Source: an optimization exercise on an open RTL-to-GDS flow (aim: small area). Production flows keep margins and buffers that such runs may drop.
In this exercise RTL edits were held to simulation tests only and were not proved equivalent to the original.
Power is estimated from default activity; no workload was simulated.

run a:
Design icmp_echo_tx, start of the top module:
module icmp_echo_tx #(
    parameter logic [47:0] board_mac       = 48'h00_11_22_33_44_55,
    parameter logic [31:0] board_ip        = {8'd192, 8'd168, 8'd0, 8'd2},
    parameter logic [47:0] default_dst_mac = 48'hff_ff_ff_ff_ff_ff,
    parameter logic [31:0] default_dst_ip  = {8'd192, 8'd168, 8'd0, 8'd3},
    parameter int          fifo_depth      = 64
) (
    input  logic                      gmii_tx_clk,
    input  logic                      rst,
    input  logic                      tx_start,
    input  logic [15:0]               tx_byte_num,
    input  logic [47:0]               dst_mac,
    input  logic [31:0]               dst_ip,
    input  logic [15:0]               icmp_id,
    input  logic [15:0]               icmp_seq,
    input  logic [31:0]               data_sum,      
    input  logic [7:0]                payload_data,
    input  logic                      payload_wr,
    output logic                      payload_full,
    output logic                      gmii_tx_en,
    output logic [7:0]                gmii_txd,
    output logic                      busy,
    output logic                      tx_done
);
    localparam logic [6:0] t_hold = 7'd78;
    localparam logic [6:0] t_done = 7'd85;
    localparam logic [31:0] ip_const = 32'h4500 + 32'h4000 + 32'h8001 + 32'd28
                                     + {16'h0, board_ip[31:16]} + {16'h0, board_ip[15:0]};
    localparam logic [16:0] ip_fold  = {1'b0, ip_const[31:16]} + {1'b0, ip_const[15:0]};
    localparam logic [15:0] ip_init  = ip_fold[15:0] + {15'h0, ip_fold[16]};
    logic [6:0]  t;
    logic        accept;
    logic [10:0] n;             
    logic        n_nz;
    logic        fifo_rd;
    logic        fifo_empty;
    logic [7:0]  fifo_data;
    logic        rd_valid;
    logic [7:0]  tx_byte;
    logic [31:0] crc;
    logic [31:0] crc_next;
    logic [7:0]  crc_x;
    assign busy    = (t != 7'd0) && (t != t_done);
    assign tx_done = t == t_done;
    assign accept  = tx_start && !busy;
    assign gmii_tx_en = (t >= 7'd12) && (t <= 7'd83);
    assign n_nz    = n != 11'd0;
    logic [6:0]  t_inc;
    logic [10:0] n_dec;
    always_comb begin
        logic k;
        k = 1'b1;
        for (int i = 0; i < 7; i++) begin
            t_inc[i] = t[i] ^ k;
            k        = k & t[i];
        end
        k = 1'b1;
  ...
clock: 8.0 ns
lec_check: 0
cap_margin: 20
core_margin: 2
core_utilization: 55
place_density: 0.65
slew_margin: 20
standard.sh (not shown) runs the stock make flow with config.mk's settings and CLKGATE_MAP_FILE= SYNTH_SCRIPT=/design/flow/synth_recipe.tcl, a recipe that flattens the netlist after the stock synthesis.
==> flow/flow/run.sh <==
#!/bin/bash
# Own layout flow: the standard flow (standard.sh) with three changes:
#  - synthesis maps the logic with an area-oriented ABC script (flow/abc_area.script)
#    in place of ORFS's speed script; everything else in synthesis is unchanged
#  - the port buffers are buf_1 cells instead of clkdlybuf4s50_1
#  - clock tree synthesis uses larger sink clusters and inserts no dummy loads
# The tools' logs are ORFS's, under orfs/logs; make's own output goes to flow_make.log.
set -euo pipefail
cd "$(dirname "$0")/.."
W=$PWD
rm -rf "$W/scripts_mod"
cp -r "$FLOW_HOME/scripts" "$W/scripts_mod"
cp "$W/flow/abc_area.script" "$W/scripts_mod/abc_speed.script"
export SCRIPTS_DIR="$W/scripts_mod"
export BUFFER_PORTS_ARGS="-buffer_cell sky130_fd_sc_hd__buf_1"
export CTS_ARGS="-sink_clustering_enable -repair_clock_nets -dont_use_dummy_load -sink_clustering_size 14 -sink_clustering_max_diameter 60 -buf_list {sky130_fd_sc_hd__clkbuf_4 sky130_fd_sc_hd__clkbuf_8}"
bash "$W/standard.sh" > "$W/flow_make.log" 2>&1
==> flow/flow/abc_area.script <==
strash
dc2
dc2
dch -f
amap
topo
stime -c
Run a was carried through to the last stage, and its layout satisfied the timing, design-rule and antenna checks.
Setup changes, run a to run b
-- flow/flow/run.sh --
<<< run a, line 16
export CTS_ARGS="-sink_clustering_enable -repair_clock_nets -dont_use_dummy_load -sink_clustering_size 14 -sink_clustering_max_diameter 60 -buf_list {sky130_fd_sc_hd__clkbuf_4 sky130_fd_sc_hd__clkbuf_8}"
>>> run b, line 16
export CTS_ARGS="-sink_clustering_enable -repair_clock_nets -dont_use_dummy_load -sink_clustering_size 9 -sink_clustering_max_diameter 45 -buf_list {sky130_fd_sc_hd__clkbuf_2 sky130_fd_sc_hd__clkbuf_4}"
[summary]
Compared to run a, run b has highest ir drop seen on vdd 19 uV lower. Wire length of run a is on par with run b. Across both runs, number of antenna violations at the first check in global routing was higher for run b than for run a. Going from run a to run b, via count +1.5%, data required time at the worst endpoint +0.23 ns, maximum frequency +2.6 MHz, final cycle utilization of the critical path -1.4 points. Across run b and run a, the outcome is the same: a clean finish for every run. Run b improves on run a in setup slack.

== v16 ==
icmp_echo_tx, a different RTL version from the one above (not shown whole).
For scale: ~180 I/O pins, roughly 28000 sq um of cells after synthesis.
Settings: LEC_CHECK=0, CAP_MARGIN=20, CORE_MARGIN=2, CORE_UTILIZATION=60, PLACE_DENSITY=0.7, SLEW_MARGIN=20; clock period 8.0 ns.
==> flow/flow/run.sh <==
#!/bin/bash
# Own layout flow: the standard flow (standard.sh) with these changes:
#  - synthesis maps the logic with an area-oriented ABC script (flow/abc_area.script)
#    in place of ORFS's speed script; everything else in synthesis is unchanged
#  - the port buffers are buf_1 cells instead of clkdlybuf4s50_1
#  - clock tree synthesis uses larger sink clusters and inserts no dummy loads
#  - repair_design and repair_timing may resize a cell to one of another footprint
#    (the platform's MATCH_CELL_FOOTPRINT keeps them to the same footprint), so a weak
#    driver of a long net can be sized up instead of getting a buffer
# The tools' logs are ORFS's, under orfs/logs; make's own output goes to flow_make.log.
set -euo pipefail
cd "$(dirname "$0")/.."
W=$PWD
rm -rf "$W/scripts_mod"
cp -r "$FLOW_HOME/scripts" "$W/scripts_mod"
cp "$W/flow/abc_area.script" "$W/scripts_mod/abc_speed.script"
sed -i '/append_env_var additional_args MATCH_CELL_FOOTPRINT -match_cell_footprint 0/d' "$W/scripts_mod/util.tcl"
export SCRIPTS_DIR="$W/scripts_mod"
export BUFFER_PORTS_ARGS="-buffer_cell sky130_fd_sc_hd__buf_1"
export CTS_ARGS="-sink_clustering_enable -repair_clock_nets -dont_use_dummy_load -sink_clustering_size 14 -sink_clustering_max_diameter 60 -buf_list {sky130_fd_sc_hd__clkbuf_4 sky130_fd_sc_hd__clkbuf_8}"
bash "$W/standard.sh" > "$W/flow_make.log" 2>&1
==> flow/flow/abc_area.script <==
strash
dc2
dc2
dch -f
amap -F 4 -A 4
topo
stime -c
Inputs modified between v16 and v34:
--- a/flow/flow/run.sh
+++ b/flow/flow/run.sh
@@ -9,0 +10 @@
+#  - after global routing, cells off the critical paths are sized down (RECOVER_POWER)
@@ -18,0 +20 @@
+export RECOVER_POWER=100
--- outcome ---
In v34 the implementation completed, yet the final layout does not meet the checks, the culprit being max-capacitance violations, max-slew violations.
sky130_fd_sc_hd__dfrtp_1 as the cell with the largest stage delay on the worst path was reported by v16, and sky130_fd_sc_hd__clkbuf_2 by v34.
v34 vs v16 — maximum frequency dropped about 6.6%.
Summary: worst hold slack, v34 better than v16
The setup slack of v34 was inferior to that of v16.
Re number of logic stages on the critical path including buffering: v34 is 14 down on v16.
Diff v16..v34 | portion of total power attributed to combinational logic | negligible
The following lists how v55 was set up differently from v34:
--- a/flow/flow/run.sh
+++ b/flow/flow/run.sh
@@ -10 +9,0 @@
-#  - after global routing, cells off the critical paths are sized down (RECOVER_POWER)
@@ -20 +18,0 @@
-export RECOVER_POWER=100
--- a/flow/config.mk
+++ b/flow/config.mk
@@ -10,2 +10,2 @@
-export CORE_UTILIZATION = 60
-export PLACE_DENSITY = 0.7
+export CORE_UTILIZATION = 55
+export PLACE_DENSITY = 0.65
- Diff v34 -> v55 | leakage dissipation | increase of 0.39%
- Part of the power in combinational logic across v55 and v34: no real change.
- v55 | status: complete | timing, DRC, antenna: pass
- Diff v34 -> v55 | share of cell area taken by flip-flops and latches | decrease of 0.40 points
- Relative to v34, fill cell instance count of the final layout increased by 609 in v55.

icmp_echo_tx, a different RTL version from the one above (not shown whole).
Size in the first run: about 1900 cells after synthesis, ~180 I/O pins, about 0.028 sq mm of cells after synthesis.
Design icmp_echo_tx, start of the top module:
module icmp_echo_tx #(
    parameter logic [47:0] board_mac       = 48'h00_11_22_33_44_55,
    parameter logic [31:0] board_ip        = {8'd192, 8'd168, 8'd0, 8'd2},
    parameter logic [47:0] default_dst_mac = 48'hff_ff_ff_ff_ff_ff,
    parameter logic [31:0] default_dst_ip  = {8'd192, 8'd168, 8'd0, 8'd3},
    parameter int          fifo_depth      = 64
) (
    input  logic                      gmii_tx_clk,
    input  logic                      rst,
    input  logic                      tx_start,
    input  logic [15:0]               tx_byte_num,
    input  logic [47:0]               dst_mac,
    input  logic [31:0]               dst_ip,
    input  logic [15:0]               icmp_id,
    input  logic [15:0]               icmp_seq,
    input  logic [31:0]               data_sum,      
    input  logic [7:0]                payload_data,
    input  logic                      payload_wr,
    output logic                      payload_full,
    output logic                      gmii_tx_en,
    output logic [7:0]                gmii_txd,
    output logic                      busy,
    output logic                      tx_done
);
export LEC_CHECK = 0
export CAP_MARGIN = 20
export CORE_MARGIN = 2
export CORE_UTILIZATION = 55
export PLACE_DENSITY = 0.65
export SLEW_MARGIN = 20
create_clock -name core_clock -period 8.0 [get_ports {gmii_tx_clk}]
==> flow/flow/run.sh <==
#!/bin/bash
# Own layout flow: the standard flow (standard.sh) with three changes:
#  - synthesis maps the logic with an area-oriented ABC script (flow/abc_area.script)
#    in place of ORFS's speed script; everything else in synthesis is unchanged
#  - the port buffers are buf_1 cells instead of clkdlybuf4s50_1
#  - clock tree synthesis uses larger sink clusters and inserts no dummy loads
# The tools' logs are ORFS's, under orfs/logs; make's own output goes to flow_make.log.
set -euo pipefail
cd "$(dirname "$0")/.."
W=$PWD
rm -rf "$W/scripts_mod"
cp -r "$FLOW_HOME/scripts" "$W/scripts_mod"
cp "$W/flow/abc_area.script" "$W/scripts_mod/abc_speed.script"
export SCRIPTS_DIR="$W/scripts_mod"
export BUFFER_PORTS_ARGS="-buffer_cell sky130_fd_sc_hd__buf_1"
export CTS_ARGS="-sink_clustering_enable -repair_clock_nets -dont_use_dummy_load -sink_clustering_size 14 -sink_clustering_max_diameter 60 -buf_list {sky130_fd_sc_hd__clkbuf_4 sky130_fd_sc_hd__clkbuf_8}"
bash "$W/standard.sh" > "$W/flow_make.log" 2>&1
==> flow/flow/abc_area.script <==
strash
dc2
dch -f
amap -F 4 -A 4
topo
stime -c
The starting point finished clean.
Next try:
Settings changed: CAP_MARGIN 20 to 10, CORE_UTILIZATION 55 to 62, PLACE_DENSITY 0.65 to 0.72, SLEW_MARGIN 20 to 10.
The new run ran to the end with violations: capacitance limit, slew limit.
Via count climbs by 1.0%.
Hold slack is worse by 35 ps.
Routed wire length came out lower by 1.3%.

RTL: one of the versions met above, not the one the previous note started from.
Size: roughly 1900 cells after synthesis, about 750 flip-flops, roughly 180 I/O pins, roughly 28000 µm² of cells after synthesis.
export LEC_CHECK = 0
export CAP_MARGIN = 20
export CORE_MARGIN = 2
export CORE_UTILIZATION = 55
export PLACE_DENSITY = 0.65
export SLEW_MARGIN = 20
create_clock -name core_clock -period 8.0 [get_ports {gmii_tx_clk}]
==> flow/flow/run.sh <==
#!/bin/bash
# Own layout flow: the standard flow (standard.sh) with these changes:
#  - synthesis maps the logic with an area-oriented ABC script (flow/abc_area.script)
#    in place of ORFS's speed script; everything else in synthesis is unchanged
#  - the port buffers are buf_1 cells instead of clkdlybuf4s50_1
#  - clock tree synthesis uses larger sink clusters and inserts no dummy loads
#  - repair_design and repair_timing may resize a cell to one of another footprint
#    (the platform's MATCH_CELL_FOOTPRINT keeps them to the same footprint), so a weak
#    driver of a long net can be sized up instead of getting a buffer
# The tools' logs are ORFS's, under orfs/logs; make's own output goes to flow_make.log.
set -euo pipefail
cd "$(dirname "$0")/.."
W=$PWD
rm -rf "$W/scripts_mod"
cp -r "$FLOW_HOME/scripts" "$W/scripts_mod"
cp "$W/flow/abc_area.script" "$W/scripts_mod/abc_speed.script"
sed -i '/append_env_var additional_args MATCH_CELL_FOOTPRINT -match_cell_footprint 0/d' "$W/scripts_mod/util.tcl"
export SCRIPTS_DIR="$W/scripts_mod"
export BUFFER_PORTS_ARGS="-buffer_cell sky130_fd_sc_hd__buf_1"
export CTS_ARGS="-sink_clustering_enable -repair_clock_nets -dont_use_dummy_load -sink_clustering_size 14 -sink_clustering_max_diameter 60 -buf_list {sky130_fd_sc_hd__clkbuf_4 sky130_fd_sc_hd__clkbuf_8}"
bash "$W/standard.sh" > "$W/flow_make.log" 2>&1
==> flow/flow/abc_area.script <==
strash
dc2
dc2
dch -f
amap
topo
stime -c
Next try:
==> flow/flow/abc_area.script (replaced) <==
strash
dc2
dc2
dch -f
amap -F 4 -A 4
topo
stime -c
--- a/flow/config.mk
+++ b/flow/config.mk
@@ -10,3 +10,3 @@
 export CORE_UTILIZATION = 55
-export PLACE_DENSITY = 0.65
+export PLACE_DENSITY = 0.8
 export SLEW_MARGIN = 20
Global-route usage shrinks by 0.32 points.
Final area shrinks by 0.56%.
Wire length shrinks by 1.4%.
Synthesized area shrinks by 0.67%.
Clock skew grows by 0.036 ns.
Maximum frequency grows by 2.3%.
Power grows by 0.98%.
Core utilization hardly moves.
Die area shrinks by 0.66%.
Count of clock-buffer cells in the layout grows by 6.

Another version of the RTL of icmp_echo_tx (not shown whole).
Size: about 2,100 cells after synthesis, roughly 180 I/O pins, about 29,000 um^2 of cells after synthesis.
Settings: LEC_CHECK=0, CAP_MARGIN=20, CORE_MARGIN=2, CORE_UTILIZATION=45, PLACE_DENSITY=0.6, SLEW_MARGIN=20; clock period 8.0 ns.
==> flow/flow/run.sh <==
#!/bin/bash
# Own layout flow: the standard flow (standard.sh) with three changes:
#  - synthesis maps the logic with an area-oriented ABC script (flow/abc_area.script)
#    in place of ORFS's speed script; everything else in synthesis is unchanged
#  - the port buffers are buf_1 cells instead of clkdlybuf4s50_1
#  - clock tree synthesis inserts no dummy loads
# Each tool's output goes to the ORFS logs under orfs/logs; make's own output to flow_make.log.
set -euo pipefail
cd "$(dirname "$0")/.."
W=$PWD
rm -rf "$W/scripts_mod"
cp -r "$FLOW_HOME/scripts" "$W/scripts_mod"
cp "$W/flow/abc_area.script" "$W/scripts_mod/abc_speed.script"
export SCRIPTS_DIR="$W/scripts_mod"
export BUFFER_PORTS_ARGS="-buffer_cell sky130_fd_sc_hd__buf_1"
export CTS_ARGS="-sink_clustering_enable -repair_clock_nets -dont_use_dummy_load"
bash "$W/standard.sh" > "$W/flow_make.log" 2>&1
==> flow/flow/abc_area.script <==
&get -n
&st
&syn2
&dch -f
&nf -a -R 1000
&st
&syn2
&dch -f
&nf -a -R 1000
&put
topo
stime -c
Rerun with:
==> flow/run.sh (new file) <==
#!/bin/bash
# synth_recipe.tcl (not shown) runs the flow's synth.tcl, then flattens the netlist and writes it again
# the make line also repeats each setting of config.mk as NAME=value (left out here)
make -C /OpenROAD-flow-scripts/flow DESIGN_CONFIG=/design/flow/config.mk WORK_HOME=/design/flow/orfs CLKGATE_MAP_FILE= SYNTH_SCRIPT=/design/flow/synth_recipe.tcl finish
CORE_UTILIZATION = 65   (was 45)
CTS_BUF_LIST = sky130_fd_sc_hd__clkbuf_4 sky130_fd_sc_hd__clkbuf_8   (was default)
PLACE_DENSITY = 0.75   (was 0.6)
removed: flow/flow/run.sh
removed: flow/flow/abc_area.script
removed: flow/standard.sh
Result:
- total power goes up by 9.1%
- global-route usage goes up by 5.3 points
- die area goes down by 24%
- utilization goes up by 22 points
- register-to-register slack gains 0.79 ns
- final cell count goes up by 6.5%
- routed wire length goes down by 10%
- clock skew goes down by 0.0081 ns

[re-timing with driven ports]
The results above use ideal ports. As a check the final layouts listed here were re-extracted and re-timed, cells and wires unchanged.
Step 1 assumes that a clkbuf_16 drives the clock port and a buf_2 every other input.
Step 2 adds t to the input delays and takes it off the output delays; t is the mean of the earliest and latest rising clock arrival at the registers after step 1. Input paths then give back, and output paths get back, about the clock's delay inside the block.
Three values: no drivers, after step 1, after step 2; two values: the first two.
run	shift t [ns]	slack for setup (ns)	clock arrival spread, ns
run a	0.710	1.336 / 1.336 / 1.336	0.089 / 0.089
run b	0.916	1.451 / 1.451 / 1.451	0.137 / 0.136
v16	0.719	1.467 / 1.467 / 1.467	0.100 / 0.101
v34	0.719	1.006 / 1.038 / 0.319	0.098 / 0.098
v55	0.716	1.330 / 1.330 / 1.330	0.103 / 0.104
the first run of note 3	0.698	1.758 / 1.758 / 1.758	0.088 / 0.088
the second run of note 3	0.732	1.764 / 1.764 / 1.764	0.121 / 0.120
the first run of note 4	0.718	1.322 / 1.322 / 1.322	0.093 / 0.092
the second run of note 4	0.667	1.473 / 1.473 / 1.473	0.106 / 0.106
the first run of note 5	0.669	1.884 / 1.884 / 1.884	0.047 / 0.047
the second run of note 5	0.786	2.450 / 2.390 / 2.673	0.047 / 0.048
The setup slack of v34, which loses most, moves by +0.032 ns with the drivers and by -0.687 ns with both steps.
